Background: an optimization exercise with open tools, aiming at small area, a short achievable clock period and few clock cycles per item. Do not read the settings as production practice.
RTL that was checked went through simulation tests only; none was proved equivalent to the original.
Only the layout flow was run in run 1; the RTL was not checked for function there.
Power figures rest on the tool's default switching activity, not on a simulated workload.

==> design/flow/design.v <==
package md2_pkg;
	localparam int BLOCK_BYTES = 16;
	localparam int STATE_BYTES = 48;
	localparam int ROUND_COUNT = 18;
	localparam logic [2047:0] PI_SBOX_FLAT = {
		8'h29,8'h2e,8'h43,8'hc9,8'ha2,8'hd8,8'h7c,8'h01,
		8'h3d,8'h36,8'h54,8'ha1,8'hec,8'hf0,8'h06,8'h13,
		8'h62,8'ha7,8'h05,8'hf3,8'hc0,8'hc7,8'h73,8'h8c,
		8'h98,8'h93,8'h2b,8'hd9,8'hbc,8'h4c,8'h82,8'hca,
		8'h1e,8'h9b,8'h57,8'h3c,8'hfd,8'hd4,8'he0,8'h16,
		8'h67,8'h42,8'h6f,8'h18,8'h8a,8'h17,8'he5,8'h12,
		8'hbe,8'h4e,8'hc4,8'hd6,8'hda,8'h9e,8'hde,8'h49,
		8'ha0,8'hfb,8'hf5,8'h8e,8'hbb,8'h2f,8'hee,8'h7a,
		8'ha9,8'h68,8'h79,8'h91,8'h15,8'hb2,8'h07,8'h3f,
		8'h94,8'hc2,8'h10,8'h89,8'h0b,8'h22,8'h5f,8'h21,
		8'h80,8'h7f,8'h5d,8'h9a,8'h5a,8'h90,8'h32,8'h27,
		8'h35,8'h3e,8'hcc,8'he7,8'hbf,8'hf7,8'h97,8'h03,
		8'hff,8'h19,8'h30,8'hb3,8'h48,8'ha5,8'hb5,8'hd1,
		8'hd7,8'h5e,8'h92,8'h2a,8'hac,8'h56,8'haa,8'hc6,
		8'h4f,8'hb8,8'h38,8'hd2,8'h96,8'ha4,8'h7d,8'hb6,
		8'h76,8'hfc,8'h6b,8'he2,8'h9c,8'h74,8'h04,8'hf1,
		8'h45,8'h9d,8'h70,8'h59,8'h64,8'h71,8'h87,8'h20,
		8'h86,8'h5b,8'hcf,8'h65,8'he6,8'h2d,8'ha8,8'h02,
		8'h1b,8'h60,8'h25,8'had,8'hae,8'hb0,8'hb9,8'hf6,
		8'h1c,8'h46,8'h61,8'h69,8'h34,8'h40,8'h7e,8'h0f,
		8'h55,8'h47,8'ha3,8'h23,8'hdd,8'h51,8'haf,8'h3a,
		8'hc3,8'h5c,8'hf9,8'hce,8'hba,8'hc5,8'hea,8'h26,
		8'h2c,8'h53,8'h0d,8'h6e,8'h85,8'h28,8'h84,8'h09,
		8'hd3,8'hdf,8'hcd,8'hf4,8'h41,8'h81,8'h4d,8'h52,
		8'h6a,8'hdc,8'h37,8'hc8,8'h6c,8'hc1,8'hab,8'hfa,
		8'h24,8'he1,8'h7b,8'h08,8'h0c,8'hbd,8'hb1,8'h4a,
		8'h78,8'h88,8'h95,8'h8b,8'he3,8'h63,8'he8,8'h6d,
		8'he9,8'hcb,8'hd5,8'hfe,8'h3b,8'h00,8'h1d,8'h39,
		8'hf2,8'hef,8'hb7,8'h0e,8'h66,8'h58,8'hd0,8'he4,
		8'ha6,8'h77,8'h72,8'hf8,8'heb,8'h75,8'h4b,8'h0a,
		8'h31,8'h44,8'h50,8'hb4,8'h8f,8'hed,8'h1f,8'h1a,
		8'hdb,8'h99,8'h8d,8'h33,8'h9f,8'h11,8'h83,8'h14
	};
	function automatic logic [7:0] pi_sbox(input logic [7:0] x);
		pi_sbox = PI_SBOX_FLAT[2047 - 8 * x -: 8];
	endfunction
endpackage
module md2_front (
	input  logic       clk,
	input  logic       arst_n,
	input  logic       push,
	output logic       full,
	input  logic [9:0] item,
	output logic       cmd_valid,
	output logic [7:0] cmd_data,
	output logic       cmd_byte,
	output logic       cmd_end,
	input  logic       take
);
	logic       valid_q;
	logic [9:0] cmd_q;
	logic       accept;
	assign full      = valid_q && !take;
	assign accept    = push && !full;
	assign cmd_valid = valid_q;
	assign cmd_data  = cmd_q[9:2];
	assign cmd_byte  = cmd_q[1];
	assign cmd_end   = cmd_q[0];
	always_ff @(posedge clk) begin
		if (accept) begin
			cmd_q <= item;
		end
	end
	always_ff @(posedge clk or negedge arst_n) begin
		if (!arst_n) begin
			valid_q <= 1'b0;
		end else if (accept) begin
			valid_q <= item[1] || item[0];
		end else if (take) begin
			valid_q <= 1'b0;
		end
	end
endmodule
module md2_core (
	input  logic         clk,
	input  logic         arst_n,
	input  logic         cmd_valid,
	input  logic [7:0]   cmd_data,
	input  logic         cmd_byte,
	input  logic         cmd_end,
	output logic         take,
	output logic         empty,
	input  logic         pop,
	output logic [127:0] result
);
	localparam int GROUPS = md2_pkg::BLOCK_BYTES;
	localparam logic [7:0] S0 = 8'h29;
	typedef enum logic [1:0] {
		S_ABS,
		S_PAD,
		S_CSUM,
		S_WAIT
	} state_t;
	typedef enum logic [1:0] {
		A_ABS,
		A_PAD,
		A_CSUM,
		A_OUT
	} after_t;
	state_t       state_q;
	after_t       after_q;
	logic         first_q;
	logic [3:0]   ph_q;
	logic         gap_q;
	logic [3:0]   j_q;
	logic         at_q;
	logic [4:0]   pad_q;
	logic [7:0]   l_q;
	logic [7:0]   sreg_q;
	logic         cu_q;
	logic         run_q;
	logic [1:0]   pass_q;
	logic [4:0]   round_q;
	logic         empty_q;
	logic [GROUPS-1:0][7:0] x0_q;
	logic [GROUPS-1:0][7:0] x1_q;
	logic [GROUPS-1:0][7:0] x2_q;
	logic [GROUPS-1:0][7:0] c_q;
	logic [7:0]   gx0_q;
	logic [7:0]   gx1_q;
	logic [7:0]   gx2_q;
	logic [7:0]   gc_q;
	logic         step;
	logic         step0;
	logic         via_g;
	logic [3:0]   ph_nxt;
	logic [3:0]   j_nxt;
	logic         absorb;
	logic         csum_upd;
	logic         blk_last;
	logic [7:0]   b;
	logic [7:0]   s_out;
	logic [7:0]   h0z;
	logic [7:0]   h0f;
	logic [7:0]   e;
	logic [7:0]   se;
	logic [7:0]   y;
	logic [7:0]   sreg_nxt;
	logic [7:0]   c_head;
	logic [7:0]   c_new;
	logic [7:0]   tail0;
	logic [7:0]   tail1;
	logic [7:0]   tail2;
	logic [7:0]   tailc;
	assign step     = run_q && !gap_q;
	assign step0    = step && (round_q == 5'd0) && (pass_q == 2'd0) && (ph_q == 4'd0);
	assign via_g    = run_q && (gap_q || ((pass_q == 2'd2) && (round_q != 5'd17)));
	assign take     = (state_q == S_ABS) && cmd_valid && (!cmd_byte || at_q);
	assign absorb   = ((state_q == S_ABS) && cmd_valid && cmd_byte && at_q) ||
	                  (((state_q == S_PAD) || (state_q == S_CSUM)) && at_q);
	assign ph_nxt   = gap_q ? ph_q : ph_q + 1'b1;
	assign j_nxt    = absorb ? j_q + 1'b1 : j_q;
	assign csum_upd = absorb && (state_q != S_CSUM);
	assign blk_last = absorb && (j_q == 4'd15);
	assign b = (state_q == S_ABS) ? cmd_data :
	           (state_q == S_PAD) ? {3'b000, pad_q} : c_q[1];
	assign s_out = md2_pkg::pi_sbox(sreg_q);
	assign h0z = (first_q && round_q == 5'd0 && pass_q == 2'd0) ? 8'h00 : x0_q[0];
	assign h0f = first_q ? 8'h00 : x0_q[0];
	assign c_head = first_q ? 8'h00 : c_q[0];
	assign c_new  = c_head ^ s_out;
	assign e  = run_q ? h0z : (c_head ^ b);
	assign se = s_out ^ e;
	assign y  = step0 ? (h0z ^ S0) : se;
	always_comb begin
		sreg_nxt = 8'h00;
		if (run_q) begin
			if (gap_q) begin
				sreg_nxt = gx2_q + {3'b000, round_q};
			end else if (step0) begin
				sreg_nxt = h0z ^ S0;
			end else begin
				sreg_nxt = se;
			end
		end else if (csum_upd) begin
			sreg_nxt = cu_q ? se : (b ^ l_q);
		end
	end
	always_comb begin
		tail0 = x0_q[0];
		tail1 = x1_q[0];
		tail2 = x2_q[0];
		if (step) begin
			tail0 = x1_q[0];
			tail1 = x2_q[0];
			tail2 = y;
		end else if (absorb) begin
			tail1 = b;
			tail2 = b ^ h0f;
		end
	end
	assign tailc = cu_q ? c_new : c_q[0];
	for (genvar g = 0; g < GROUPS; g++) begin : g_res
		assign result[127 - 8 * g -: 8] = x0_q[g];
	end
	assign empty = empty_q;
	always_ff @(posedge clk) begin
		for (int k = 0; k < GROUPS - 1; k++) begin
			x1_q[k] <= x1_q[k + 1];
			x2_q[k] <= x2_q[k + 1];
			c_q[k]  <= c_q[k + 1];
		end
		x1_q[GROUPS - 1] <= via_g ? gx1_q : tail1;
		x2_q[GROUPS - 1] <= via_g ? gx2_q : tail2;
		c_q[GROUPS - 1]  <= via_g ? gc_q : tailc;
		if (empty_q) begin
			for (int k = 0; k < GROUPS - 1; k++) begin
				x0_q[k] <= x0_q[k + 1];
			end
			x0_q[GROUPS - 1] <= via_g ? gx0_q : tail0;
		end
		gx0_q  <= tail0;
		gx1_q  <= tail1;
		gx2_q  <= tail2;
		gc_q   <= tailc;
		sreg_q <= sreg_nxt;
	end
	always_ff @(posedge clk or negedge arst_n) begin
		if (!arst_n) begin
			state_q <= S_ABS;
			after_q <= A_ABS;
			first_q <= 1'b1;
			pad_q   <= '0;
			ph_q    <= '0;
			gap_q   <= 1'b0;
			j_q     <= '0;
			at_q    <= 1'b1;
			l_q     <= '0;
			cu_q    <= 1'b0;
			run_q   <= 1'b0;
			pass_q  <= '0;
			round_q <= '0;
			empty_q <= 1'b1;
		end else begin
			ph_q   <= ph_nxt;
			j_q    <= j_nxt;
			at_q   <= (ph_nxt == j_nxt);
			cu_q   <= csum_upd;
			if (cu_q) begin
				l_q <= c_new;
			end
			if (pop && !empty_q) begin
				empty_q <= 1'b1;
			end
			case (state_q)
				S_ABS: begin
					if (take) begin
						if (cmd_byte && j_q == 4'd15) begin
							state_q <= S_WAIT;
							after_q <= cmd_end ? A_PAD : A_ABS;
							pad_q   <= 5'd16;
						end else if (cmd_end) begin
							state_q <= S_PAD;
							pad_q   <= 5'd16 - {1'b0, j_q} - {4'd0, cmd_byte};
						end
					end
				end
				S_PAD: begin
					if (blk_last) begin
						state_q <= S_WAIT;
						after_q <= A_CSUM;
					end
				end
				S_CSUM: begin
					if (blk_last) begin
						state_q <= S_WAIT;
						after_q <= A_OUT;
						l_q     <= '0;
					end
				end
				default: begin
				end
			endcase
			if ((blk_last || (state_q == S_WAIT && !run_q && ph_q == 4'd15)) && empty_q) begin
				run_q <= 1'b1;
			end
			if (gap_q) begin
				gap_q   <= 1'b0;
				round_q <= round_q + 1'b1;
			end else if (run_q && ph_q == 4'd15) begin
				pass_q <= (pass_q == 2'd2) ? 2'd0 : pass_q + 1'b1;
				if (pass_q == 2'd2) begin
					if (round_q == 5'd17) begin
						round_q <= '0;
						run_q   <= 1'b0;
						first_q <= 1'b0;
						case (after_q)
							A_ABS:  state_q <= S_ABS;
							A_PAD:  state_q <= S_PAD;
							A_CSUM: state_q <= S_CSUM;
							default: begin
								state_q <= S_ABS;
								empty_q <= 1'b0;
								first_q <= 1'b1;
							end
						endcase
					end else begin
						gap_q <= 1'b1;
					end
				end
			end
		end
	end
endmodule
module md2_digest_engine (
	input  logic               clk,
	input  logic               arst_n,
	input  logic               push,
	output logic               full,
	input  logic [9:0]         item,
	output logic               empty,
	input  logic               pop,
	output logic [127:0]       result
);
	logic       cmd_valid;
	logic [7:0] cmd_data;
	logic       cmd_byte;
	logic       cmd_end;
	logic       take;
	md2_front u_front (
		.clk      (clk),
		.arst_n   (arst_n),
		.push     (push),
		.full     (full),
		.item     (item),
		.cmd_valid(cmd_valid),
		.cmd_data (cmd_data),
		.cmd_byte (cmd_byte),
		.cmd_end  (cmd_end),
		.take     (take)
	);
	md2_core u_core (
		.clk      (clk),
		.arst_n   (arst_n),
		.cmd_valid(cmd_valid),
		.cmd_data (cmd_data),
		.cmd_byte (cmd_byte),
		.cmd_end  (cmd_end),
		.take     (take),
		.empty    (empty),
		.pop      (pop),
		.result   (result)
	);
endmodule
==> design/flow/run.sh <==
#!/bin/bash
# synth_recipe.tcl (not shown) runs the flow's synth.tcl, then flattens the netlist and writes it again
# the make line also repeats each setting of config.mk as NAME=value (left out here)
make -C /OpenROAD-flow-scripts/flow DESIGN_CONFIG=/design/flow/config.mk WORK_HOME=/design/flow/orfs CLKGATE_MAP_FILE= SYNTH_SCRIPT=/design/flow/synth_recipe.tcl finish
==> design/flow/config.mk <==
export PLATFORM = sky130hd
export DESIGN_NAME = md2_digest_engine
export DESIGN_NICKNAME = md2_digest_engine
export VERILOG_FILES = /design/flow/design.v
export SDC_FILE = /design/flow/constraint.sdc
export NUM_CORES = 4
export LEC_CHECK = 0
export CAP_MARGIN = 20
export CORE_MARGIN = 2
export CORE_UTILIZATION = 40
export SETUP_SLACK_MARGIN = 4.0
export SLEW_MARGIN = 20
==> design/flow/constraint.sdc <==
create_clock -name core_clock -period 7.0 [get_ports {clk}]
set_input_delay 1.4000 -clock core_clock [delete_from_list [all_inputs] [get_ports {clk}]]
set_output_delay 1.4000 -clock core_clock [all_outputs]
set_load 0.01 [all_outputs]
==> qor.yml, run 1 <==
run_status:
  status: "timing/DRC/antenna clean"
synthesis:
  seq_area_frac_synth: 0.660
  netlist_area_sq_um: 20600
  yosys_register_bits: 601
  ys_async_sr_fraction: 0.0649
  synthFlopType: "dfxtp_1"
  ys_warn_count: 2
  synthCells: 1748
  synth-edff-count: 138
  syn_avg_cell_area_sq_um: 11.8
  ys_types: 88
  syn-num-nets: 1805
drt:
  routed_wl_mm: 59.6
  vias: 14400
  drc: 0
  drt_iter0_drc: 1476
  wire_per_inst_um: 22.3
  ant_nets: 0
  vias_per_cell: 5.39
  dr.pass1.iters: 6
floorplan:
  rows: 83
  io-pin-count: 144
  core_sq_um: 51100
  die_h_um: 231
  start_util: 0.403
  die-area_sq_um: 53400
  die-width_um: 231
cells_and_area:
  final_cell_area_sq_um: 26100
  fill_cells: 4494
  drive_gt1_frac: 0.177
  final_nets: 2006
  area_delta_synth_final_pct: 26.4
  utilization: 0.510
  diodes: 0
placed_design:
  dp_hpwl_mm: 38.3
  placed_cell_area_sq_um: 22700
  globalplace.congestion: 1.01
  io_buffers: 143
grt:
  grtUsageMet1: 0.299
  grt_util_met2: 0.342
  met3_usage: 0.0416
  grt_pass1_wl_mm: 88.7
  grt_pass1_vias: 14000
  busiest_layer: "met2"
  grt_start_max_net_pins: 70
  antenna_found_initial: 0
  grt_usage: 0.220
  overflow: 0
sta:
  slew_headroom: 0.343
  rsz0062_at_grt: "true"
  hold_viol_final: 0
  worst_pin_slew_ns: 0.986
  period_share: 0.448
  final.setup.tns_ns: 0
  skew_ns: 0.0361
  setup_viol: 0
  finalCriticalPeriod_ns: 3.14
  fmax_mhz: 319
  slew_violations: 0
job:
  cap_violations: 0
critical_path:
  critPathLaunchType: "flop"
  rr_endpoint: "u_core.c_q[126]"
  startpoint: "u_core.sreg_q[0]"
  required_ns: 7.52
  worst-path-max-fanout: 6
  r2r_slack_ns: 3.86
  rr_worst_depth: 10
  arrival_ns: 3.66
  setup.worst_path.end_class: "flop"
  path_class: "flop to flop"
  r2r-start: "u_core.sreg_q[0]"
clocking:
  cts_made_buffers: 57
  cts_root_buf: "clkbuf_16"
  hold_buffers: 0
  cts_tree: "built"
  htree_levels: 2
  cts.sinks: 601
  cts.reportedPaths.clkPinSlew_ns: 0.06
  cts_buffer_depth: 3
  insertion_delay_ns: 0.62
pwr:
  p_total_mw: 12.2
  powerDensity_nw_per_um2: 467
  ir_worst_vdd_uv: 231
  p_leak_nw: 9.73
hold_path:
  hold-path-endpoint: "u_core.x2_q[95]"
  worst_hold_startpoint: "u_core.x2_q[103]"
  whs_path_depth: 0
  hp-class: "flop to flop"
[kinds of logic (layout without fill, tap and decap cells)]
family          count (synthesis)  count (layout)  share of synthesized area
simple gates                  457             457                      0.104
compound gates                423             423                      0.138
buf+inv                       137             385                     0.0288
mux                            34              34                     0.0198
fa+ha+maj                      43              43                     0.0265
xor+xnor                       53              53                     0.0225
flops                         601             601                      0.660
[critical path, stage by stage, from the launching register on]
cell and delay [ns]:
dfxtp_4 0.41, clkinvlp_4 0.13, ha_4 0.31, buf_12 0.15, mux4_2 0.45, mux4_2 0.52, o2bb2ai_4 0.17, a211oi_4 0.26
buf_4 0.18, mux2_4 0.30, a211oi_2 0.17
[layout by cell type, fill, tap and decap left out, drive strengths merged, types with 28 or more instances in the layout]
master / netlist / routed
dfxtp: 424 / 424
nand2: 155 / 155
edfxtp: 138 / 138
nor2: 129 / 129
a21oi: 114 / 114
clkdlybuf4s50: 0 / 107
buf: 43 / 100
clkbuf: 59 / 87
o21ai: 86 / 86
xnor2: 42 / 42
ha: 42 / 42
nand2b: 38 / 38
dfrtp: 36 / 36
inv: 32 / 34
a211oi: 31 / 31
nor2b: 28 / 28
[worst max-delay path by stage]
stage / cells after the start / slack (ns) / endpoint
2_1_floorplan: 12 / 3.97 / u_core.c_q[120]
3_3_place_gp: 9 / 2.73 / u_core.c_q[121]
3_5_place_dp: 9 / 2.81 / u_core.c_q[121]
4_1_cts: 10 / 3.84 / u_core.sreg_q[2]
5_1_grt: 10 / 3.80 / u_core.c_q[126]
6_report: 10 / 3.86 / u_core.c_q[126]
[repair_timing]
action                     4_1_cts  5_1_grt
setup buffers                   58       15
gates cloned                     2        1
gates resized for setup        139       76
pin swaps                       18       25
setup endpoints to repair       73       59
[layout make-up]
| type | instances | area, sq um | area share |
|---|---|---|---|
| flip-flops and latches | 601 | 13600 | 0.523 |
| clock buffers | 86 | 1790 | 0.0688 |
| inverters | 35 | 163 | 0.00624 |
| repair buffers | 242 | 2360 | 0.0906 |
| multi-input cells | 1010 | 7080 | 0.272 |
| clock inverters | 20 | 159 | 0.00610 |
| repair inverters | 2 | 13.8 | 0.000528 |
| well taps | 680 | 851 | 0.0327 |
[power by group]
part	total [mW]	internal (mW)	switching [mW]
clock network	3.06	1.78	1.28
registers	4.15	3.90	0.251
logic	4.97	2.04	2.93
[state kept, by name (all words and copies together), names as in the netlist, 10 cells and up]
name	count
u_core.x1_q	128
u_core.x0_q	128
u_front.cmd_q	10
u_core.x2_q	128
u_core.c_q	128
[routing by layer]
metal / share of wire / wire (um)
met1: 0.43 / 25800
met2: 0.45 / 27100
met3: 0.067 / 4020
met4: 0.045 / 2680
met5: 0 / 0
[through the flow]
step                worst slack [ns]  hold WS (ns)  instances
global placement                2.73         0.310       2494
finish                          3.86         0.297       2676
CTS                             3.84         0.283       2660
global route                    3.80         0.292       2676
detailed placement              2.81         0.312       2494
floorplan                       3.97         0.310       1748
[synthesized netlist by cell type (all sizes together), types with 11 or more instances]
library cell / count / share of area
o211ai: 11 / 0.0040
inv: 32 / 0.0058
and3: 11 / 0.0033
nor2: 129 / 0.023
a21oi: 114 / 0.028
nand3: 26 / 0.0066
o31ai: 17 / 0.0064
o21ai: 86 / 0.021
nand2b: 38 / 0.012
dfxtp: 424 / 0.41
dfrtp: 36 / 0.044
ha: 42 / 0.025
a211oi: 31 / 0.012
o311ai: 12 / 0.0055
clkbuf: 59 / 0.011
mux2: 14 / 0.0076
nand2: 155 / 0.028
nor3: 12 / 0.0032
a311oi: 14 / 0.0063
xor2: 11 / 0.0047
xnor2: 42 / 0.018
mux2i: 16 / 0.0078
a21o: 13 / 0.0047
nor2b: 28 / 0.0085
a31oi: 26 / 0.0082
edfxtp: 138 / 0.20
buf: 43 / 0.012
==> run 2, diff against run 1 <==
--- a/design/flow/design.v
+++ b/design/flow/design.v
@@ -206,8 +206,8 @@
 			c_q[k]  <= c_q[k + 1];
 		end
 		x1_q[GROUPS - 1] <= via_g ? gx1_q : tail1;
-		x2_q[GROUPS - 1] <= via_g ? gx2_q : tail2;
-		c_q[GROUPS - 1]  <= via_g ? gc_q : tailc;
+		x2_q[GROUPS - 1] <= (step && !via_g) ? y : (via_g ? gx2_q : tail2);
+		c_q[GROUPS - 1]  <= cu_q ? c_new : (via_g ? gc_q : c_q[0]);
 		if (empty_q) begin
 			for (int k = 0; k < GROUPS - 1; k++) begin
 				x0_q[k] <= x0_q[k + 1];
==> run 2 against run 1 <==
Compared with the run above: combinational power is 13% lower; synthesized cell count is 3.0% lower; design area is 1.9% lower; fmax is 3.1% higher; area after synthesis is 0.39% lower; sequential share of layout area is 1.1 points higher; sequential power hardly changed; critical path depth is 3 higher; still clean on timing, DRC and antenna; via count is 3.0% lower; highest routed layer unchanged; register-to-register slack better by 0.09 ns; non-clock buffer count is 31 lower.
==> qor.yml, run 2 <==
drt:
  routed_wl_mm: 55.5  # -6.9%
  drc: 0  # unchanged
  wire_per_inst_um: 21.5  # -3.6%
  ant_nets: 0  # unchanged
  dr.pass1.iters: 5  # -1
  drt_iter0_drc: 1511  # +2.4%
  vias_per_cell: 5.41  # +0.42%
  vias: 14000  # -3.0%
grt:
  antenna_found_initial: 2  # +2
  overflow: 0  # unchanged
  grt_start_max_net_pins: 74  # +5.7%
  grt_pass1_vias: 13700  # -2.6%
  grt_usage: 0.205  # -0.0155
  grt_pass1_wl_mm: 83.6  # -5.8%
floorplan:
  die-area_sq_um: 53200  # -0.38%
  io-pin-count: 144  # unchanged
  die_h_um: 231  # -0.19%
  rows: 83  # unchanged
  core_sq_um: 51000  # -0.20%
  start_util: 0.403  # -0.000749
  die-width_um: 231  # -0.19%
critical_path:
  path_class: "flop to flop"
  worst-path-max-fanout: 8  # +2
  critPathLaunchType: "flop"
  startpoint: "u_core.sreg_q[1]"
  rr_endpoint: "u_core.x2_q[123]"
  path_delay_family: "simple AND/OR/NAND/NOR gates"
  r2r-start: "u_core.sreg_q[1]"
  cp-endpoint: "u_core.x2_q[123]"
  setup.worst_path.end_class: "flop"
  worst-path-stages: 13  # +3
  crit_path_top_delay_cell: "nor3_1"
  required_ns: 7.49  # -0.03 ns
  r2r_slack_ns: 3.95  # +0.09 ns
  worst-path-buf-inv: 4  # +1
  slowest_delay_ns: 0.45  # -0.07 ns
  rr_worst_depth: 13  # +3
  crit_chain: "buf_12 -> inv_16 -> ha_4 -> buf_6 -> buf_12 -> nor2b_1 -> nor3_1 -> nor3_1 -> nor4_1 -> a2bb2oi_2 -> xnor2_1 -> a2111oi_0 -> a21oi_1"
  arrival_ns: 3.54  # -0.12 ns
clocking:
  cts_root_buf: "clkbuf_16"
  insertion_delay_ns: 0.62  # about the same
  cts_buffer_depth: 3  # unchanged
  htree_levels: 2  # unchanged
  cts.reportedPaths.clkPinSlew_ns: 0.06  # about the same
  cts_made_buffers: 56  # -1.8%
  cts_tree: "built"
  cts.sinks: 601  # unchanged
  hold_buffers: 0  # unchanged
synthesis:
  syn-num-nets: 1747  # -3.2%
  synth_top_area_cell: "dfxtp_1"
  synth_commonest_cells: "dfxtp_1, nand2_1, edfxtp_1"
  synthCells: 1696  # -3.0%
  netlist_area_sq_um: 20500  # -0.39%
  synth_top_area_frac: 0.413  # +0.00161
  ys_async_sr_fraction: 0.0649  # unchanged
  yosys_register_bits: 601  # unchanged
  synth-edff-count: 138  # unchanged
  seq_area_frac_synth: 0.663  # +0.00258
  synthFlopType: "dfxtp_1"
  ys_warn_count: 2  # unchanged
  yosysMostFrequentCell: "dfxtp_1"
  ys_types: 86  # -2.3%
  ys_top_cells_by_area: "dfxtp_1, edfxtp_1, dfrtp_1, nand2_1, a21oi_1"
  syn_avg_cell_area_sq_um: 12.1  # +2.7%
sta:
  finalCriticalPeriod_ns: 3.05  # -0.0933 ns
  rsz0062_at_grt: "true"
  final.setup.tns_ns: 0  # unchanged
  hold_viol_final: 0  # unchanged
  fmax_mhz: 328  # +3.1%
  setup_viol: 0  # unchanged
  period_share: 0.435  # -0.0133
  slew_headroom: 0.355  # +0.0123
  worst_pin_slew_ns: 0.967  # -0.0185 ns
  slew_violations: 0  # unchanged
  skew_ns: 0.0512  # +0.0151 ns
cells_and_area:
  final_nets: 1909  # -4.8%
  diodes: 0  # unchanged
  final_cell_area_sq_um: 25500  # -1.9%
  area_delta_synth_final_pct: 24.4
  final_common_cell: "dfxtp_1"
  drive_gt1_frac: 0.156  # -0.0215
  most-common-layout-cells: "dfxtp_1, nand2_1, edfxtp_1, clkdlybuf4s50_1, nor2_1"
pwr:
  p_clk_frac: 0.280  # +0.029
  seqPwrFrac: 0.353  # +0.012
  combPwrFrac: 0.367  # -0.041
  p_int_mw: 7.59  # -1.6%
  p_sw_frac: 0.353  # -0.0127
  power_switching_mw: 4.15  # -6.9%
  ir_worst_vdd_uv: 263  # +14%
  powerDensity_nw_per_um2: 460  # -1.6%
  p_leak_nw: 9.58  # -1.6%
hold_path:
  whs_path_depth: 0  # unchanged
  hp-class: "flop to flop"
  worst_hold_startpoint: "u_core.c_q[24]"
placed_design:
  io_buffers: 143  # unchanged
  dp_hpwl_mm: 34.7  # -9.5%
  globalplace.congestion: 0.976  # -3.3%
  placed_cell_area_sq_um: 22400  # -0.96%
run_status:
  status: "timing/DRC/antenna clean"
job:
  cap_violations: 0  # unchanged
[run 2: kinds of logic after synthesis]
| logic type | Yosys count | synth area share |
|---|---|---|
| xor+xnor | 54 | 0.0230 |
| mux | 53 | 0.0300 |
| simple gates | 421 | 0.0985 |
| compound gates | 383 | 0.128 |
| flops | 601 | 0.663 |
| fa+ha+maj | 37 | 0.0229 |
| buf+inv | 147 | 0.0341 |
[run 2: power by group through the flow]
stage,clock network (mW),logic [mW],registers (mW)
after detailed placement,0,3.39,4.29
after global placement,0,3.43,4.29
final,3.29,4.31,4.15
after global routing,3.51,4.54,4.18
after floorplan,0,2.63,4.07
after CTS,3.37,3.96,4.14
[run 2: worst min-delay path by stage]
stage / to / slack [ns]
global placement: u_core.x2_q[18] / 0.31
CTS: u_core.c_q[76] / 0.29
floorplan: u_core.c_q[100] / 0.31
detailed placement: u_core.c_q[32] / 0.31
finish: u_core.c_q[16] / 0.29
global route: u_core.c_q[76] / 0.29
[run 2: per-layer routing]
layer,vias up,track usage,share of wire
met5,-,0,0
met4,0,0.0929,0.051
met3,184,0.0371,0.067
met2,605,0.328,0.46
met1,6816,0.271,0.42
li1,6386,-,-
[run 2: through the flow]
stage | worst slack [ns] | instances | utilization | total power [mW] | hold WS (ns)
2_1_floorplan | 4.00 | 1696 | - | 6.71 | 0.310
3_3_place_gp | 3.22 | 2431 | 0.440 | 7.72 | 0.310
3_5_place_dp | 3.23 | 2431 | 0.440 | 7.68 | 0.312
4_1_cts | 3.75 | 2580 | 0.494 | 11.5 | 0.290
5_1_grt | 3.89 | 2586 | 0.501 | 12.2 | 0.290
6_report | 3.95 | 2586 | 0.501 | 11.7 | 0.290
[run 2: repair_timing]
item	in CTS	in global routing
resized for setup	83	65
pin swaps	10	24
setup endpoints to repair	79	59
setup buffers	42	5
gates cloned	1	1
hold endpoints to repair	0	0
[run 2: cell type report]
| cell class | count | area, sq um |
|---|---|---|
| clock buffers | 83 | 1760 |
| fillers | 4421 | 25400 |
| flip-flops and latches | 601 | 13600 |
| clock inverters | 23 | 352 |
| inverters | 40 | 176 |
| repair buffers | 211 | 2150 |
| multi-input cells | 948 | 6620 |
| well taps | 680 | 851 |
Testbench counts of run 2, summed over its fixed seeds: cycles 387,439, bytes 4,355.
==> run 3, diff against run 2 <==
==> design/flow/flow/run.sh (new file) <==
#!/bin/bash
# The standard layout (the standard.sh: the standard synthesis and ORFS
# from floorplan to finish), with one change: the buffers that placement puts
# on every input and output port are the platform's smallest plain buffer.
set -e
export BUFFER_PORTS_ARGS="-buffer_cell sky130_fd_sc_hd__buf_1"
bash standard.sh > standard.log 2>&1
==> design/flow/standard.sh (new file) <==
#!/bin/bash
# synth_recipe.tcl (not shown) runs the flow's synth.tcl, then flattens the netlist and writes it again
# the make line also repeats each setting of config.mk as NAME=value (left out here)
make -C /OpenROAD-flow-scripts/flow DESIGN_CONFIG=/design/flow/config.mk WORK_HOME=/design/flow/orfs CLKGATE_MAP_FILE= SYNTH_SCRIPT=/design/flow/synth_recipe.tcl "${@:-finish}"
removed: design/flow/run.sh
==> run 3 against run 2 <==
Compared with the run above: clock-buffer cell count is 6 higher; fmax is 2.1% higher; global-route usage is 0.31 points higher; combinational power is 3% higher; worst setup slack better by 0.062 ns; largest power group unchanged.
==> qor.yml, run 3 <==
clocking:
  cts_buffer_depth: 3  # unchanged
  cts_made_buffers: 55  # -1.8%
  insertion_delay_ns: 0.61  # about the same
  htree_levels: 2  # unchanged
  cts_tree: "built"
  cts.sinks: 601  # unchanged
  cts.reportedPaths.clkPinSlew_ns: 0.07  # about the same
  cts_root_buf: "clkbuf_16"
synthesis:
  syn_avg_cell_area_sq_um: 12.1  # unchanged
  yosys_register_bits: 601  # unchanged
  ys_warn_count: 2  # unchanged
  synth_top_area_frac: 0.413  # unchanged
  syn-num-nets: 1747  # unchanged
  synth_top_area_cell: "dfxtp_1"
  yosysMostFrequentCell: "dfxtp_1"
  ys_async_sr_fraction: 0.0649  # unchanged
  netlist_area_sq_um: 20500  # unchanged
  synth_commonest_cells: "dfxtp_1, nand2_1, edfxtp_1"
  seq_area_frac_synth: 0.663  # unchanged
  ys_top_cells_by_area: "dfxtp_1, edfxtp_1, dfrtp_1, nand2_1, a21oi_1"
  ys_types: 86  # unchanged
  synthFlopType: "dfxtp_1"
  synth-edff-count: 138  # unchanged
  synthCells: 1696  # unchanged
drt:
  routed_wl_mm: 56.3  # +1.4%
  routed.top_layer: "met4"
  dr.pass1.iters: 6  # +1
  vias: 14100  # +0.89%
  drc: 0  # unchanged
  ant_nets: 0  # unchanged
  drt_iter0_drc: 1494  # -1.1%
  wl_met3_mm: 3.91  # +5.4%
  wl_met2_mm: 25.4  # -0.80%
  wire_per_inst_um: 21.8  # +1.4%
  wl_met1_mm: 24.2  # +3.7%
  vias_per_cell: 5.46  # +0.93%
job:
  cap_violations: 0  # unchanged
sta:
  slew_headroom: 0.350  # -0.00501
  skew_ns: 0.0302  # -0.0210 ns
  finalCriticalPeriod_ns: 2.98  # -0.0618 ns
  setup_viol: 0  # unchanged
  worst_pin_slew_ns: 0.975  # +0.00751 ns
  period_share: 0.426  # -0.00883
  final.setup.tns_ns: 0  # unchanged
  fin_ws_ns: 4.02  # +0.0618 ns
  holdWs_ns: 0.311  # +0.0201 ns
  fmax_mhz: 335  # +2.1%
  hold_viol_final: 0  # unchanged
  slew_violations: 0  # unchanged
  rsz0062_at_grt: "true"
critical_path:
  worst-path-max-fanout: 41  # +33
  cp-endpoint: "u_core.sreg_q[2]"
  rr_endpoint: "u_core.sreg_q[2]"
  path_class: "flop to flop"
  r2r-start: "u_core.sreg_q[4]"
  rr_worst_depth: 8  # -5
  startpoint: "u_core.sreg_q[4]"
  r2r_slack_ns: 4.02  # +0.06 ns
  critPathLaunchType: "flop"
  arrival_ns: 3.44  # -0.10 ns
  required_ns: 7.46  # -0.03 ns
  setup.worst_path.end_class: "flop"
grt:
  antenna_found_initial: 0  # -2
  grt_pass1_vias: 13500  # -1.2%
  grt_usage: 0.208  # +0.00312
  grt_pass1_wl_mm: 84.1  # +0.63%
  grt_start_max_net_pins: 65  # -12%
  overflow: 0  # unchanged
floorplan:
  die_h_um: 231  # unchanged
  core_sq_um: 51000  # unchanged
  die-width_um: 231  # unchanged
  io-pin-count: 144  # unchanged
  rows: 83  # unchanged
  start_util: 0.403  # unchanged
  die-area_sq_um: 53200  # unchanged
placed_design:
  dp_hpwl_mm: 34.9  # +0.54%
  globalplace.congestion: 0.960  # -1.6%
  place_ws_ns: 3.18  # -0.0491 ns
  io_buffers: 143  # unchanged
  dp_cells: 2431  # unchanged
run_status:
  status: "timing/DRC/antenna clean"
cells_and_area:
  most-common-layout-cells: "dfxtp_1, buf_1, nand2_1, edfxtp_1, nor2_1"
  final_common_cell: "dfxtp_1"
  area_delta_synth_final_pct: 19.2
  drive_gt1_frac: 0.157  # +0.00166
  final_nets: 1909  # unchanged
  diodes: 0  # unchanged
  fin_cells: 2585  # -0.039%
pwr:
  powerDensity_nw_per_um2: 474  # +3.2%
  p_total_mw: 11.6  # -1.1%
  p_leak_nw: 9.06  # -5.4%
  ir_worst_vdd_uv: 255  # -3.2%
hold_path:
  hp-class: "flop to flop"
  whs_path_depth: 0  # unchanged
[run 3: worst min path at each step]
stage | from | to | slack (ns)
finish | u_core.c_q[70] | u_core.c_q[62] | 0.31
global placement | u_core.c_q[42] | u_core.c_q[34] | 0.31
floorplan | u_core.c_q[108] | u_core.c_q[100] | 0.31
CTS | u_core.x2_q[55] | u_core.x2_q[47] | 0.32
global route | u_core.x2_q[28] | u_core.x2_q[20] | 0.31
detailed placement | u_core.c_q[36] | u_core.c_q[28] | 0.31
[run 3: power breakdown]
part	internal [mW]	switching, mW
sequential	3.89	0.241
combinational	1.77	2.68
clock	1.78	1.25
total	7.44	4.18
[run 3: area by class of cell]
type / instances / area (sq um)
repair inverters: 2 / 12.5
clock inverters: 15 / 183
repair buffers: 210 / 1240
clock buffers: 89 / 1730
well taps: 680 / 851
inverters: 40 / 179
multi-input cells: 948 / 6660
flip-flops and latches: 601 / 13600
fillers: 4567 / 26500
[run 3: cells by family (layout without fill, tap and decap cells)]
| family | count (synthesis) | after routing | share of synthesized area |
|---|---|---|---|
| AO/OA/AOI/OAI | 383 | 383 | 0.128 |
| XOR/XNOR | 54 | 54 | 0.0230 |
| adder cells (fa/ha/maj) | 37 | 37 | 0.0229 |
| buffers and inverters | 147 | 356 | 0.0341 |
| flip-flops | 601 | 601 | 0.663 |
| multiplexers | 53 | 53 | 0.0300 |
| AND/OR/NAND/NOR | 421 | 421 | 0.0985 |
[run 3: critical path: stages (launching register included)]
cell,delay [ns]
dfxtp_2,0.33
buf_8,0.27
clkinvlp_2,0.63
a211o_1,0.45
o21ai_1,0.22
o221a_2,0.27
a31o_4,0.15
xnor2_1,0.11
a221o_1,0.38
[run 3: per-stage QoR]
| stage | util | instance area, sq um |
|---|---|---|
| after floorplan | - | 20600 |
| final | 0.480 | 24500 |
| after global placement | 0.423 | 21600 |
| after global routing | 0.480 | 24500 |
| after detailed placement | 0.423 | 21600 |
| after CTS | 0.474 | 24100 |
[run 3: what timing repair did]
item / CTS / global route
gates cloned: 3 / 0
resized for setup: 81 / 52
hold endpoints to repair: 0 / 0
setup endpoints to repair: 61 / 35
setup buffers: 33 / 14
hold buffers: 0 / 0
pin swaps: 12 / 20
[run 3: layer usage]
metal  vias up  global-route usage
li1       6389                   -
met3       185              0.0327
met5         -                   0
met1      6911               0.284
met2       630               0.324
met4         0              0.0980
==> run 4, diff against run 3 <==
--- a/design/flow/config.mk
+++ b/design/flow/config.mk
@@ -8,5 +8,6 @@
 export CAP_MARGIN = 20
 export CORE_MARGIN = 2
 export CORE_UTILIZATION = 40
+export CTS_CLUSTER_SIZE = 30
 export SETUP_SLACK_MARGIN = 4.0
 export SLEW_MARGIN = 20
==> run 4 against run 3 <==
Compared with the run above: still clean on timing, DRC and antenna; die area unchanged; clock power about the same; critical path depth unchanged; register-to-register slack about the same; fmax unchanged.
==> qor.yml, run 4 <==
grt:
  overflow: 0  # unchanged
  antenna_found_initial: 0  # unchanged
  grt_usage: 0.208  # unchanged
  grt_pass1_wl_mm: 84.1  # unchanged
  grt_start_max_net_pins: 65  # unchanged
  grt_pass1_vias: 13500  # unchanged
cells_and_area:
  diodes: 0  # unchanged
  most-common-layout-cells: "dfxtp_1, buf_1, nand2_1, edfxtp_1, nor2_1"
  drive_gt1_frac: 0.157  # unchanged
  area_delta_synth_final_pct: 19.2  # unchanged
  utilization: 0.480  # unchanged
  final_common_cell: "dfxtp_1"
  final_nets: 1909  # unchanged
  fill_cells: 4567  # unchanged
synthesis:
  syn_avg_cell_area_sq_um: 12.1  # unchanged
  yosys_register_bits: 601  # unchanged
  synthCells: 1696  # unchanged
  syn-num-nets: 1747  # unchanged
  ys_top_cells_by_area: "dfxtp_1, edfxtp_1, dfrtp_1, nand2_1, a21oi_1"
  seq_area_frac_synth: 0.663  # unchanged
  ys_async_sr_fraction: 0.0649  # unchanged
  synth_top_area_frac: 0.413  # unchanged
  synthFlopType: "dfxtp_1"
  synth_top_area_cell: "dfxtp_1"
  ys_warn_count: 2  # unchanged
  synth_commonest_cells: "dfxtp_1, nand2_1, edfxtp_1"
  netlist_area_sq_um: 20500  # unchanged
  synth-edff-count: 138  # unchanged
  yosysMostFrequentCell: "dfxtp_1"
  ys_types: 86  # unchanged
hold_path:
  hp-class: "flop to flop"
floorplan:
  die-area_sq_um: 53200  # unchanged
  core_sq_um: 51000  # unchanged
  io-pin-count: 144  # unchanged
  die_h_um: 231  # unchanged
  die-width_um: 231  # unchanged
  start_util: 0.403  # unchanged
  rows: 83  # unchanged
job:
  cap_violations: 0  # unchanged
sta:
  slew_headroom: 0.350  # unchanged
  finalCriticalPeriod_ns: 2.98  # unchanged
  fmax_mhz: 335  # unchanged
  setup_viol: 0  # unchanged
  period_share: 0.426  # unchanged
  slew_violations: 0  # unchanged
  fin_ws_ns: 4.02  # unchanged
  rsz0062_at_grt: "true"
  hold_viol_final: 0  # unchanged
  worst_pin_slew_ns: 0.975  # unchanged
  skew_ns: 0.0302  # unchanged
  final.setup.tns_ns: 0  # unchanged
clocking:
  cts_root_buf: "clkbuf_16"
  cts.reportedPaths.clkPinSlew_ns: 0.07  # about the same
  cts_tree: "built"
  cts_buffer_depth: 3  # unchanged
  cts_made_buffers: 55  # unchanged
  insertion_delay_ns: 0.61  # about the same
  cts.sinks: 601  # unchanged
  htree_levels: 2  # unchanged
drt:
  drt_iter0_drc: 1494  # unchanged
  wl_met1_mm: 24.2  # unchanged
  routed.top_layer: "met4"
  wl_met3_mm: 3.91  # unchanged
  dr.pass1.iters: 6  # unchanged
  routed_wl_mm: 56.3  # unchanged
  ant_nets: 0  # unchanged
  wire_per_inst_um: 21.8  # unchanged
  vias: 14100  # unchanged
  vias_per_cell: 5.46  # unchanged
  wl_met2_mm: 25.4  # unchanged
  drc: 0  # unchanged
placed_design:
  place_ws_ns: 3.18  # unchanged
  io_buffers: 143  # unchanged
  dp_hpwl_mm: 34.9  # unchanged
  globalplace.congestion: 0.960  # unchanged
critical_path:
  path_class: "flop to flop"
  arrival_ns: 3.44  # about the same
  worst-path-max-fanout: 41  # unchanged
  critPathLaunchType: "flop"
  required_ns: 7.46  # about the same
  setup.worst_path.end_class: "flop"
pwr:
  ir_worst_vdd_uv: 255  # unchanged
  p_leak_nw: 9.06  # unchanged
  powerDensity_nw_per_um2: 474  # unchanged
  p_total_mw: 11.6  # unchanged
run_status:
  status: "timing/DRC/antenna clean"
-- run 4: cell counts after synthesis --
Identical to the previous run, type by type.
-- run 4: worst paths after layout --
path / start / to / slack, ns / cells after the start
worst max-delay path: u_core.sreg_q[4] / u_core.sreg_q[2] / 4.02 / 8
worst min-delay path: u_core.c_q[70] / u_core.c_q[62] / 0.31 / 0
worst max register to register: u_core.sreg_q[4] / u_core.sreg_q[2] / 4.02 / 8
worst min register to register: u_core.c_q[70] / u_core.c_q[62] / 0.31 / 0
max in group asynchronous: arst_n / u_core.run_q / 5.38 / 1
min in group asynchronous: arst_n / u_core.round_q[4] / 0.95 / 1
-- run 4: final cells by class --
| class | count | area [sq um] | share of cell area |
|---|---|---|---|
| clock inverter | 15 | 183 | 0.00746 |
| sequential | 601 | 13600 | 0.557 |
| timing repair inverter | 2 | 12.5 | 0.000511 |
| tap | 680 | 851 | 0.0348 |
| clock buffer | 89 | 1730 | 0.0705 |
| timing repair buffer | 210 | 1240 | 0.0507 |
| multi-input combinational | 948 | 6660 | 0.272 |
| inverter | 40 | 179 | 0.00731 |
-- run 4: logic make-up after synthesis --
family | Yosys count | synth area share
xor+xnor | 54 | 0.0230
simple gates | 421 | 0.0985
buf+inv | 147 | 0.0341
compound gates | 383 | 0.128
fa+ha+maj | 37 | 0.0229
flops | 601 | 0.663
mux | 53 | 0.0300
-- run 4: timing repair --
| item | CTS | global route |
|---|---|---|
| cloned | 3 | 0 |
| gates resized for setup | 81 | 52 |
| setup buffers | 33 | 14 |
| pin swaps | 12 | 20 |
| setup endpoints to repair | 61 | 35 |
| hold buffers | 0 | 0 |
-- run 4: power breakdown --
part / internal [mW] / total, mW / switching (mW)
registers: 3.89 / 4.14 / 0.241
clock network: 1.78 / 3.03 / 1.25
logic: 1.77 / 4.45 / 2.68
total: 7.44 / 11.6 / 4.18
-- run 4: metrics by stage --
step | instances | area (sq um) | hold slack, ns
6_report | 2585 | 24500 | 0.311
3_3_place_gp | 2431 | 21600 | 0.310
3_5_place_dp | 2431 | 21600 | 0.312
5_1_grt | 2585 | 24500 | 0.314
4_1_cts | 2571 | 24100 | 0.316
2_1_floorplan | 1696 | 20600 | 0.310
-- run 4: critical path, cell delays in order, from the launching register on --
cell	delay (ns)
dfxtp_2	0.33
buf_8	0.27
clkinvlp_2	0.63
a211o_1	0.45
o21ai_1	0.22
o221a_2	0.27
a31o_4	0.15
xnor2_1	0.11
a221o_1	0.38
-- run 4: routing by layer --
layer  global-route usage  up-vias
met3               0.0327      185
met2                0.324      630
li1                     -     6389
met1                0.284     6911
met4               0.0980        0
met5                    0        -
==> run 5, diff against run 4 <==
--- a/design/flow/config.mk
+++ b/design/flow/config.mk
@@ -8,6 +8,6 @@
 export CAP_MARGIN = 20
 export CORE_MARGIN = 2
 export CORE_UTILIZATION = 40
-export CTS_CLUSTER_SIZE = 30
+export CTS_BUF_LIST = sky130_fd_sc_hd__clkbuf_8
 export SETUP_SLACK_MARGIN = 4.0
 export SLEW_MARGIN = 20
==> run 5 against run 4 <==
Compared with the run above: total power decreased by 2.2%; clock skew increased by 0.0066 ns; still clean on timing, DRC and antenna; non-clock buffer count increased by 7; critical path depth increased by 2; combinational power about the same.
==> qor.yml, run 5 <==
drt:
  vias_per_cell: 5.43  # -0.53%
  vias: 14400  # +2.1%
  drc: 0  # unchanged
  drt_iter0_drc: 1600  # +7.1%
  ant_nets: 0  # unchanged
  dr.pass1.iters: 6  # unchanged
  routed_wl_mm: 56.6  # +0.64%
  wire_per_inst_um: 21.3  # -2.0%
synthesis:
  syn-num-nets: 1747  # unchanged
  synth_compound_area_frac: 0.128  # unchanged
  synth_xor_area_frac: 0.0230  # unchanged
  synthCells: 1696  # unchanged
  ys_warn_count: 2  # unchanged
  ys_async_sr_fraction: 0.0649  # unchanged
  netlist_area_sq_um: 20500  # unchanged
  ys_types: 86  # unchanged
  synth-edff-count: 138  # unchanged
  yosys_register_bits: 601  # unchanged
  ys_top_cells_by_area: "dfxtp_1, edfxtp_1, dfrtp_1, nand2_1, a21oi_1"
  synthFlopType: "dfxtp_1"
  yosysMostFrequentCell: "dfxtp_1"
  synth_commonest_cells: "dfxtp_1, nand2_1, edfxtp_1"
  syn_avg_cell_area_sq_um: 12.1  # unchanged
  synth_top_family_by_area: "compound AO/OA/AOI/OAI gates"
  synth_top_area_cell: "dfxtp_1"
  yosys-mux-area-fraction: 0.0300  # unchanged
  seq_area_frac_synth: 0.663  # unchanged
  synthSimpleGateAreaFrac: 0.0985  # unchanged
  synth_top_area_frac: 0.413  # unchanged
  synth_adder_area_share: 0.0229  # unchanged
grt:
  grt_start_max_net_pins: 65  # unchanged
  grt_pass1_vias: 14000  # +3.2%
  overflow: 0  # unchanged
  grt_pass1_wl_mm: 85.0  # +1.1%
  antenna_found_initial: 0  # unchanged
  grt_usage: 0.211  # +0.00286
placed_design:
  dp_hpwl_mm: 34.9  # unchanged
  io_buffers: 143  # unchanged
  globalplace.congestion: 0.960  # unchanged
  place_ws_ns: 3.18  # unchanged
pwr:
  ir_worst_vdd_uv: 217  # -15%
  powerDensity_nw_per_um2: 464  # -2.3%
  p_leak_nw: 9.24  # +1.9%
critical_path:
  rr_worst_depth: 10  # +2
  r2r-start: "u_core.sreg_q[0]"
  path_class: "flop to flop"
  arrival_ns: 3.59  # +0.15 ns
  worst-path-max-fanout: 6  # -85%
  rr_endpoint: "u_core.sreg_q[4]"
  setup.worst_path.end_class: "flop"
  required_ns: 7.55  # +0.09 ns
  r2r_slack_ns: 3.96  # -0.05 ns
  critPathLaunchType: "flop"
clocking:
  cts.sinks: 601  # unchanged
  hold_buffers: 0  # unchanged
  cts_tree: "built"
  cts_buffer_depth: 3  # unchanged
  insertion_delay_ns: 0.68  # +0.07 ns
  cts_root_buf: "clkbuf_8"
  htree_levels: 3  # +1
  cts_made_buffers: 89  # +62%
  cts.reportedPaths.clkPinSlew_ns: 0.06  # about the same
sta:
  rsz0062_at_grt: "true"
  fmax_mhz: 329  # -1.8%
  fin_ws_ns: 3.96  # -0.0549 ns
  period_share: 0.434  # +0.00784
  final.setup.tns_ns: 0  # unchanged
  worst_pin_slew_ns: 0.919  # -0.0559 ns
  skew_ns: 0.0368  # +0.00663 ns
  finalCriticalPeriod_ns: 3.04  # +0.0549 ns
  holdWs_ns: 0.312  # +0.00192 ns
  hold_viol_final: 0  # unchanged
  slew_violations: 0  # unchanged
  setup_viol: 0  # unchanged
  slew_headroom: 0.388  # +0.0373
hold_path:
  whs_path_depth: 0  # unchanged
  hp-class: "flop to flop"
  hold-path-endpoint: "u_core.c_q[22]"
  worst_hold_startpoint: "u_core.c_q[30]"
floorplan:
  core_sq_um: 51000  # unchanged
  die_h_um: 231  # unchanged
  die-area_sq_um: 53200  # unchanged
  io-pin-count: 144  # unchanged
  start_util: 0.403  # unchanged
  die-width_um: 231  # unchanged
  rows: 83  # unchanged
cells_and_area:
  fill_cells: 4554  # -0.28%
  most-common-layout-cells: "dfxtp_1, buf_1, nand2_1, edfxtp_1, clkbuf_8"
  area_delta_synth_final_pct: 19.3  # about the same
  final_common_cell: "dfxtp_1"
  final_nets: 1950  # +2.1%
  drive_gt1_frac: 0.175  # +0.0180
run_status:
  status: "timing/DRC/antenna clean"
job:
  cap_violations: 0  # unchanged
run 5: cell families (layout without fill, tap and decap cells):
kind of cell	Yosys count	after routing
mux	53	53
xor+xnor	54	54
flops	601	601
other cells	0	2
fa+ha+maj	37	37
compound gates	383	383
buf+inv	147	423
simple gates	421	421
run 5: final cells by class:
cell class / instances / area [sq um] / share of cell area
tap: 680 / 851 / 0.0347
timing repair buffer: 217 / 1320 / 0.0538
timing repair inverter: 2 / 12.5 / 0.000511
clock inverter: 51 / 294 / 0.0120
clock buffer: 113 / 1560 / 0.0635
multi-input combinational: 948 / 6640 / 0.271
antenna: 2 / 5.00 / 0.000204
sequential: 601 / 13600 / 0.557
inverter: 40 / 184 / 0.00751
run 5: per-stage QoR:
step / instances / utilization / power (mW) / cell area, sq um
6_report: 2654 / 0.480 / 11.4 / 24500
5_1_grt: 2652 / 0.480 / 11.9 / 24500
4_1_cts: 2634 / 0.473 / 11.0 / 24100
3_5_place_dp: 2431 / 0.423 / 7.72 / 21600
3_3_place_gp: 2431 / 0.423 / 7.75 / 21600
2_1_floorplan: 1696 / - / 6.71 / 20600
run 5: worst max-delay path: stages (launching register included):
cell and delay [ns]:
dfxtp_4 0.39, clkinvlp_4 0.16, ha_4 0.29, buf_4 0.15, mux2_2 0.26, a211oi_2 0.20, a311oi_1 0.07, or4b_2 0.68
and4_4 0.26, xnor2_4 0.14, a221o_1 0.33
run 5: per-layer routing:
metal / part of all wire / vias up / wire (um) / track usage
met1: 0.43 / 7015 / 24100 / 0.282
met4: 0.049 / 0 / 2780 / 0.105
met3: 0.074 / 216 / 4190 / 0.0472
met2: 0.45 / 695 / 25600 / 0.323
met5: 0 / - / 0 / 0
li1: - / 6489 / - / -
run 5: how the worst max path moves through the flow:
stage / startpoint / endpoint / slack [ns] / cells past startpoint
after floorplan: u_core.sreg_q[0] / u_core.sreg_q[4] / 4.00 / 11
after CTS: u_core.at_q / full / 3.93 / 5
after detailed placement: u_core.sreg_q[0] / u_core.l_q[6] / 3.18 / 10
after global placement: u_core.sreg_q[2] / u_core.sreg_q[2] / 3.19 / 8
after global routing: u_core.at_q / full / 3.90 / 5
final: u_core.sreg_q[0] / u_core.sreg_q[4] / 3.96 / 10
run 5: what timing repair did:
action	4_1_cts	5_1_grt
resized for setup	77	52
setup endpoints to repair	60	37
buffers inserted	36	18
pin swaps	12	23
cloned	3	0
run 5: where the power goes:
group	internal, mW	total [mW]	switching (mW)
sequential	3.90	4.13	0.232
clock	1.51	2.79	1.28
combinational	1.75	4.44	2.69
==> run 6, diff against run 5 <==
--- a/design/flow/config.mk
+++ b/design/flow/config.mk
@@ -8,6 +8,5 @@
 export CAP_MARGIN = 20
 export CORE_MARGIN = 2
 export CORE_UTILIZATION = 40
-export CTS_BUF_LIST = sky130_fd_sc_hd__clkbuf_8
-export SETUP_SLACK_MARGIN = 4.0
+export SETUP_SLACK_MARGIN = 4.4
 export SLEW_MARGIN = 20
==> run 6 against run 5 <==
Compared with the run above: hold slack worse by 0.014 ns; global-route usage hardly changed; worst setup slack better by 0.081 ns; clock-buffer cell count is 37 lower; critical path type is now flop to output port; sequential power hardly changed; die area stayed put; utilization is 3.7 points higher; total power is 15% higher; clock power is 13% higher; sequential cell count stayed put.
==> qor.yml, run 6 <==
sta:
  period_share: 0.423  # -0.0116
  final.setup.tns_ns: 0  # unchanged
  slew_headroom: 0.349  # -0.0389
  finalCriticalPeriod_ns: 2.96  # -0.0811 ns
  hold_viol_final: 0  # unchanged
  slew_violations: 0  # unchanged
  setup_viol: 0  # unchanged
  rsz0062_at_grt: "true"
  fmax_mhz: 338  # +2.7%
  worst_pin_slew_ns: 0.977  # +0.0584 ns
  skew_ns: 0.0402  # +0.00331 ns
placed_design:
  globalplace.congestion: 0.950  # -1.1%
  io_buffers: 143  # unchanged
  dp_hpwl_mm: 35.0  # +0.47%
hold_path:
  hp-class: "flop to flop"
  worst_hold_startpoint: "u_core.x1_q[103]"
  hold-path-endpoint: "u_core.x1_q[95]"
  whs_path_depth: 0  # unchanged
drt:
  drt_iter0_drc: 1361  # -15%
  vias_per_cell: 5.42  # -0.15%
  vias: 14500  # +0.75%
  wire_per_inst_um: 21.7  # +1.8%
  routed_wl_mm: 58.2  # +2.7%
  drc: 0  # unchanged
  dr.pass1.iters: 6  # unchanged
  ant_nets: 0  # unchanged
synthesis:
  synth_commonest_cells: "dfxtp_1, nand2_1, edfxtp_1"
  synthFlopType: "dfxtp_1"
  seq_area_frac_synth: 0.663  # unchanged
  ys_types: 86  # unchanged
  syn-num-nets: 1747  # unchanged
  yosysMostFrequentCell: "dfxtp_1"
  ys_warn_count: 2  # unchanged
  ys_async_sr_fraction: 0.0649  # unchanged
  yosys_register_bits: 601  # unchanged
  syn_avg_cell_area_sq_um: 12.1  # unchanged
  synth-edff-count: 138  # unchanged
  ys_top_cells_by_area: "dfxtp_1, edfxtp_1, dfrtp_1, nand2_1, a21oi_1"
  synth_top_area_cell: "dfxtp_1"
  netlist_area_sq_um: 20500  # unchanged
  synth_top_area_frac: 0.413  # unchanged
  synthCells: 1696  # unchanged
pwr:
  seqPwrFrac: 0.317  # -0.046
  p_clk_frac: 0.241  # -0.005
  combPwrFrac: 0.442  # +0.051
  power_switching_mw: 4.72  # +12%
  powerDensity_nw_per_um2: 493  # +6.4%
  p_int_mw: 8.30  # +16%
  p_leak_nw: 9.99  # +8.1%
  p_sw_frac: 0.362  # -0.00758
  p_total_mw: 13.0  # +15%
  ir_worst_vdd_uv: 235  # +8.1%
cells_and_area:
  final_common_cell: "dfxtp_1"
  area_delta_synth_final_pct: 28.6
  most-common-layout-cells: "dfxtp_1, edfxtp_1, nand2_1, buf_4, nor2_1"
  utilization: 0.518  # +0.0373
  final_nets: 2003  # +2.7%
  diodes: 0  # -2
  drive_gt1_frac: 0.279  # +0.104
floorplan:
  rows: 83  # unchanged
  die-area_sq_um: 53200  # unchanged
  die-width_um: 231  # unchanged
  die_h_um: 231  # unchanged
  start_util: 0.403  # unchanged
  io-pin-count: 144  # unchanged
  core_sq_um: 51000  # unchanged
critical_path:
  path_class: "flop to output port"
  worst-path-max-fanout: 3  # -3
  rr_endpoint: "u_core.l_q[0]"
  critPathLaunchType: "flop"
  required_ns: 5.60  # -1.95 ns
  setup.worst_path.end_class: "output port"
  r2r_slack_ns: 4.06  # +0.10 ns
  r2r-start: "u_core.sreg_q[4]"
  arrival_ns: 1.56  # -2.03 ns
  rr_worst_depth: 8  # -2
clocking:
  insertion_delay_ns: 0.61  # -0.07 ns
  htree_levels: 2  # -1
  cts_buffer_depth: 3  # unchanged
  cts.reportedPaths.clkPinSlew_ns: 0.06  # about the same
  hold_buffers: 0  # unchanged
  cts_made_buffers: 55  # -38%
  cts.sinks: 601  # unchanged
  cts_root_buf: "clkbuf_16"
  cts_tree: "built"
grt:
  overflow: 0  # unchanged
  grt_usage: 0.211  # about the same
  antenna_found_initial: 0  # unchanged
  grt_pass1_wl_mm: 85.6  # +0.76%
  grt_start_max_net_pins: 79  # +22%
  grt_pass1_vias: 14100  # +1.0%
job:
  cap_violations: 0  # unchanged
run_status:
  status: "timing/DRC/antenna clean"
run 6: cell counts after synthesis:
Identical to the previous run, type by type.
run 6: cells by family (layout without fill, tap and decap cells):
kind of cell / Yosys count / in the layout / share of synthesized area
multiplexers: 53 / 53 / 0.0300
adder cells (fa/ha/maj): 37 / 37 / 0.0229
XOR/XNOR: 54 / 54 / 0.0230
AO/OA/AOI/OAI: 383 / 383 / 0.128
buffers and inverters: 147 / 449 / 0.0341
flip-flops: 601 / 601 / 0.663
AND/OR/NAND/NOR: 421 / 421 / 0.0985
run 6: worst max-delay path by stage:
| stage | startpoint | end | slack (ns) | cells past startpoint |
|---|---|---|---|---|
| 6_report | u_core.state_q[0] | full | 4.04 | 6 |
| 5_1_grt | u_core.state_q[0] | full | 3.97 | 6 |
| 4_1_cts | u_core.at_q | full | 4.02 | 5 |
| 3_5_place_dp | u_core.sreg_q[0] | u_core.l_q[0] | 3.22 | 10 |
| 3_3_place_gp | u_core.sreg_q[0] | u_core.x2_q[123] | 3.20 | 9 |
| 2_1_floorplan | u_core.sreg_q[0] | u_core.sreg_q[4] | 4.18 | 11 |
run 6: final cells by class:
cell class                 instances  area, sq um
multi-input combinational        948         7380
inverter                          40          194
fill                            4358        24600
tap                              680          851
timing repair inverter             1         7.51
timing repair buffer             305         2330
sequential                       601        13600
clock buffer                      76         1670
clock inverter                    27          320
run 6: repair_timing:
action	CTS	global route
setup endpoints to repair	104	132
setup buffers	99	42
resized for setup	226	133
gates cloned	4	2
pin swaps	76	45
run 6: metal layers:
metal  vias to the layer above  global-route usage  wire, um
li1                       6603                   -         -
met1                      7148               0.284     24500
met2                       587               0.331     26900
met3                       185              0.0336      3930
met4                         0               0.103      2750
met5                         -                   0         0
run 6: per-stage QoR:
stage	hold WS, ns	setup WS [ns]	std cells	instance area, sq um
2_1_floorplan	0.310	4.18	1696	20700
3_5_place_dp	0.312	3.22	2428	21700
3_3_place_gp	0.310	3.20	2428	21700
5_1_grt	0.296	3.97	2678	26400
4_1_cts	0.299	4.02	2634	25500
6_report	0.299	4.04	2678	26400
run 6: worst max-delay path: stages (launching register included):
cell	delay [ns]
dfrtp_1	0.41
inv_2	0.09
ha_4	0.15
nand2_2	0.05
nand2_2	0.08
inv_1	0.04
buf_2	0.13
run 6: power by group through the flow:
stage / Clock, mW / Sequential [mW] / Combinational, mW
after floorplan: 0 / 4.08 / 2.80
after global placement: 0 / 4.22 / 3.63
after detailed placement: 0 / 4.23 / 3.61
after CTS: 3.21 / 4.12 / 5.09
after global routing: 3.37 / 4.16 / 5.99
final: 3.14 / 4.13 / 5.75
==> run 7, diff against run 6 <==
--- a/design/flow/config.mk
+++ b/design/flow/config.mk
@@ -8,5 +8,6 @@
 export CAP_MARGIN = 20
 export CORE_MARGIN = 2
 export CORE_UTILIZATION = 40
-export SETUP_SLACK_MARGIN = 4.4
+export CTS_BUF_LIST = sky130_fd_sc_hd__clkbuf_4 sky130_fd_sc_hd__clkbuf_8
+export SETUP_SLACK_MARGIN = 4.0
 export SLEW_MARGIN = 20
==> run 7 against run 6 <==
Compared with the run above: die area unchanged; clock power down 5%; largest cell class unchanged; total power shrank 10%; critical path depth up 2; non-clock buffer count fell by 81; global-route usage about the same; final cell count down 0.67%; worst setup slack worse by 0.071 ns; register-to-register slack got worse by 0.09 ns.
==> qor.yml, run 7 <==
critical_path:
  crit_chain: "buf_8 -> clkinvlp_2 -> a211o_1 -> o21ai_1 -> o221a_2 -> a31o_2 -> xnor2_1 -> a221o_1"
  slowest_delay_ns: 0.64  # +0.23 ns
  critPathLaunchType: "flop"
  required_ns: 7.54  # +1.94 ns
  worst-path-max-fanout: 41  # +38
  rr_endpoint: "u_core.sreg_q[2]"
  path_class: "flop to flop"
  worst-path-buf-inv: 2  # -1
  r2r_slack_ns: 3.97  # -0.09 ns
  setup.worst_path.end_class: "flop"
  rr_worst_depth: 8  # unchanged
  crit_path_top_delay_cell: "clkinvlp_2"
  arrival_ns: 3.57  # +2.01 ns
  path_delay_family: "compound AO/OA/AOI/OAI gates"
  r2r-start: "u_core.sreg_q[4]"
drt:
  vias: 14400  # -0.53%
  ant_nets: 0  # unchanged
  routed_wl_mm: 56.9  # -2.1%
  wire_per_inst_um: 21.4  # -1.4%
  drc: 0  # unchanged
  drt_iter0_drc: 1697  # +25%
  dr.pass1.iters: 6  # unchanged
  vias_per_cell: 5.43  # +0.14%
placed_design:
  placed_cell_area_sq_um: 21600  # -0.45%
  dp_cells: 2431  # +0.12%
  io_buffers: 143  # unchanged
  globalplace.congestion: 0.960  # +1.1%
  dp_hpwl_mm: 34.9  # -0.47%
hold_path:
  hold-path-endpoint: "u_core.c_q[22]"
  worst_hold_startpoint: "u_core.c_q[30]"
  whs_path_depth: 0  # unchanged
  hp-class: "flop to flop"
sta:
  slew_headroom: 0.406  # +0.0577
  period_share: 0.433  # +0.0101
  slew_violations: 0  # unchanged
  skew_ns: 0.0272  # -0.0130 ns
  hold_viol_final: 0  # unchanged
  finalCriticalPeriod_ns: 3.03  # +0.0711 ns
  final.setup.tns_ns: 0  # unchanged
  fmax_mhz: 330  # -2.3%
  setup_viol: 0  # unchanged
  worst_pin_slew_ns: 0.891  # -0.0865 ns
  rsz0062_at_grt: "true"
run_status:
  status: "timing/DRC/antenna clean"
synthesis:
  yosysMostFrequentCell: "dfxtp_1"
  ys_top_cells_by_area: "dfxtp_1, edfxtp_1, dfrtp_1, nand2_1, a21oi_1"
  synth_commonest_cells: "dfxtp_1, nand2_1, edfxtp_1"
  synthCells: 1696  # unchanged
  synth-edff-count: 138  # unchanged
  seq_area_frac_synth: 0.663  # unchanged
  netlist_area_sq_um: 20500  # unchanged
  synth_top_area_frac: 0.413  # unchanged
  synthFlopType: "dfxtp_1"
  ys_warn_count: 2  # unchanged
  ys_types: 86  # unchanged
  ys_async_sr_fraction: 0.0649  # unchanged
  yosys_register_bits: 601  # unchanged
  syn_avg_cell_area_sq_um: 12.1  # unchanged
  synth_top_area_cell: "dfxtp_1"
  syn-num-nets: 1747  # unchanged
grt:
  grt_pass1_wl_mm: 85.0  # -0.71%
  antenna_found_initial: 0  # unchanged
  grt_pass1_vias: 14000  # -0.83%
  overflow: 0  # unchanged
  grt_usage: 0.211  # about the same
  grt_start_max_net_pins: 65  # -18%
cells_and_area:
  drive_gt1_frac: 0.201  # -0.0782
  most-common-layout-cells: "dfxtp_1, buf_1, edfxtp_1, nand2_1, clkbuf_8"
  fill_cells: 4519  # +3.7%
  fin_cells: 2660  # -0.67%
  area_delta_synth_final_pct: 20.6
  final_common_cell: "dfxtp_1"
  final_cell_area_sq_um: 24800  # -6.2%
  final_nets: 1957  # -2.3%
clocking:
  cts.reportedPaths.clkPinSlew_ns: 0.06  # about the same
  cts.sinks: 601  # unchanged
  cts_root_buf: "clkbuf_8"
  cts_tree: "built"
  cts_buffer_depth: 3  # unchanged
  insertion_delay_ns: 0.68  # +0.07 ns
  htree_levels: 3  # +1
  cts_made_buffers: 89  # +62%
pwr:
  p_leak_nw: 9.26  # -7.2%
  powerDensity_nw_per_um2: 472  # -4.3%
  p_int_mw: 7.43  # -11%
  ir_worst_vdd_uv: 244  # +3.9%
  p_clk_frac: 0.255  # +0.014
  combPwrFrac: 0.391  # -0.051
  power_switching_mw: 4.26  # -9.7%
  p_sw_frac: 0.364  # +0.00209
  seqPwrFrac: 0.354  # +0.037
floorplan:
  rows: 83  # unchanged
  die-width_um: 231  # unchanged
  die_h_um: 231  # unchanged
  core_sq_um: 51000  # unchanged
  die-area_sq_um: 53200  # unchanged
  start_util: 0.403  # unchanged
  io-pin-count: 144  # unchanged
job:
  cap_violations: 0  # unchanged
-- run 7: cell counts after synthesis --
Identical to the previous run, type by type.
-- run 7: worst max-delay path by stage --
stage	startpoint	end	slack (ns)	cells after the start
floorplan	u_core.sreg_q[0]	u_core.sreg_q[4]	4.00	11
global placement	u_core.sreg_q[2]	u_core.sreg_q[2]	3.19	8
detailed placement	u_core.sreg_q[0]	u_core.l_q[6]	3.18	10
CTS	u_core.at_q	full	3.93	5
global route	u_core.sreg_q[0]	u_core.sreg_q[2]	3.87	11
finish	u_core.sreg_q[4]	u_core.sreg_q[2]	3.97	8
-- run 7: metrics by stage --
stage          setup slack, ns  hold WS, ns   util  total power, mW
2_1_floorplan             4.00        0.310      -             6.71
3_3_place_gp              3.19        0.310  0.423             7.75
3_5_place_dp              3.18        0.312  0.423             7.72
4_1_cts                   3.93        0.311  0.476             11.2
5_1_grt                   3.87        0.321  0.486             12.2
6_report                  3.97        0.315  0.486             11.7
-- run 7: cells by family after synthesis --
group / after synthesis / synth area share
buffers and inverters: 147 / 0.0341
flip-flops: 601 / 0.663
AND/OR/NAND/NOR: 421 / 0.0985
multiplexers: 53 / 0.0300
adder cells (fa/ha/maj): 37 / 0.0229
XOR/XNOR: 54 / 0.0230
AO/OA/AOI/OAI: 383 / 0.128
-- run 7: power groups by stage --
stage / Clock, mW / Sequential (mW) / Combinational [mW]
floorplan: 0 / 4.07 / 2.63
global placement: 0 / 4.29 / 3.46
detailed placement: 0 / 4.29 / 3.43
CTS: 3.07 / 4.14 / 4.00
global route: 3.23 / 4.17 / 4.80
finish: 2.98 / 4.14 / 4.58
-- run 7: what timing repair did --
action | CTS | global route
hold buffers | 0 | 0
setup endpoints to repair | 60 | 39
pin swaps | 14 | 27
cloned | 3 | 0
buffers inserted | 38 | 23
gates resized for setup | 77 | 69
-- run 7: layout make-up --
class	count	area [sq um]	area share
Antenna cell	1	2.50	0.000101
Clock buffer	148	1820	0.0734
Clock inverter	16	163	0.00657
Inverter	40	188	0.00758
Multi-Input combinational cell	948	6720	0.271
Sequential cell	601	13600	0.551
Tap cell	680	851	0.0344
Timing Repair Buffer	224	1370	0.0555
Timing Repair inverter	2	12.5	0.000505
-- run 7: layer usage --
layer | vias up | part of all wire | GRT usage
met4 | 0 | 0.047 | 0.106
li1 | 6504 | - | -
met3 | 209 | 0.076 | 0.0471
met1 | 7025 | 0.42 | 0.282
met5 | - | 0 | 0
met2 | 708 | 0.45 | 0.322

Setup slack of run 7, layout unchanged: 3.971 ns with ideal ports, 3.930 ns with driving cells assumed (clock clkbuf_16, inputs buf_2), 3.971 ns with port delays also shifted by the 0.719 ns mid clock arrival.
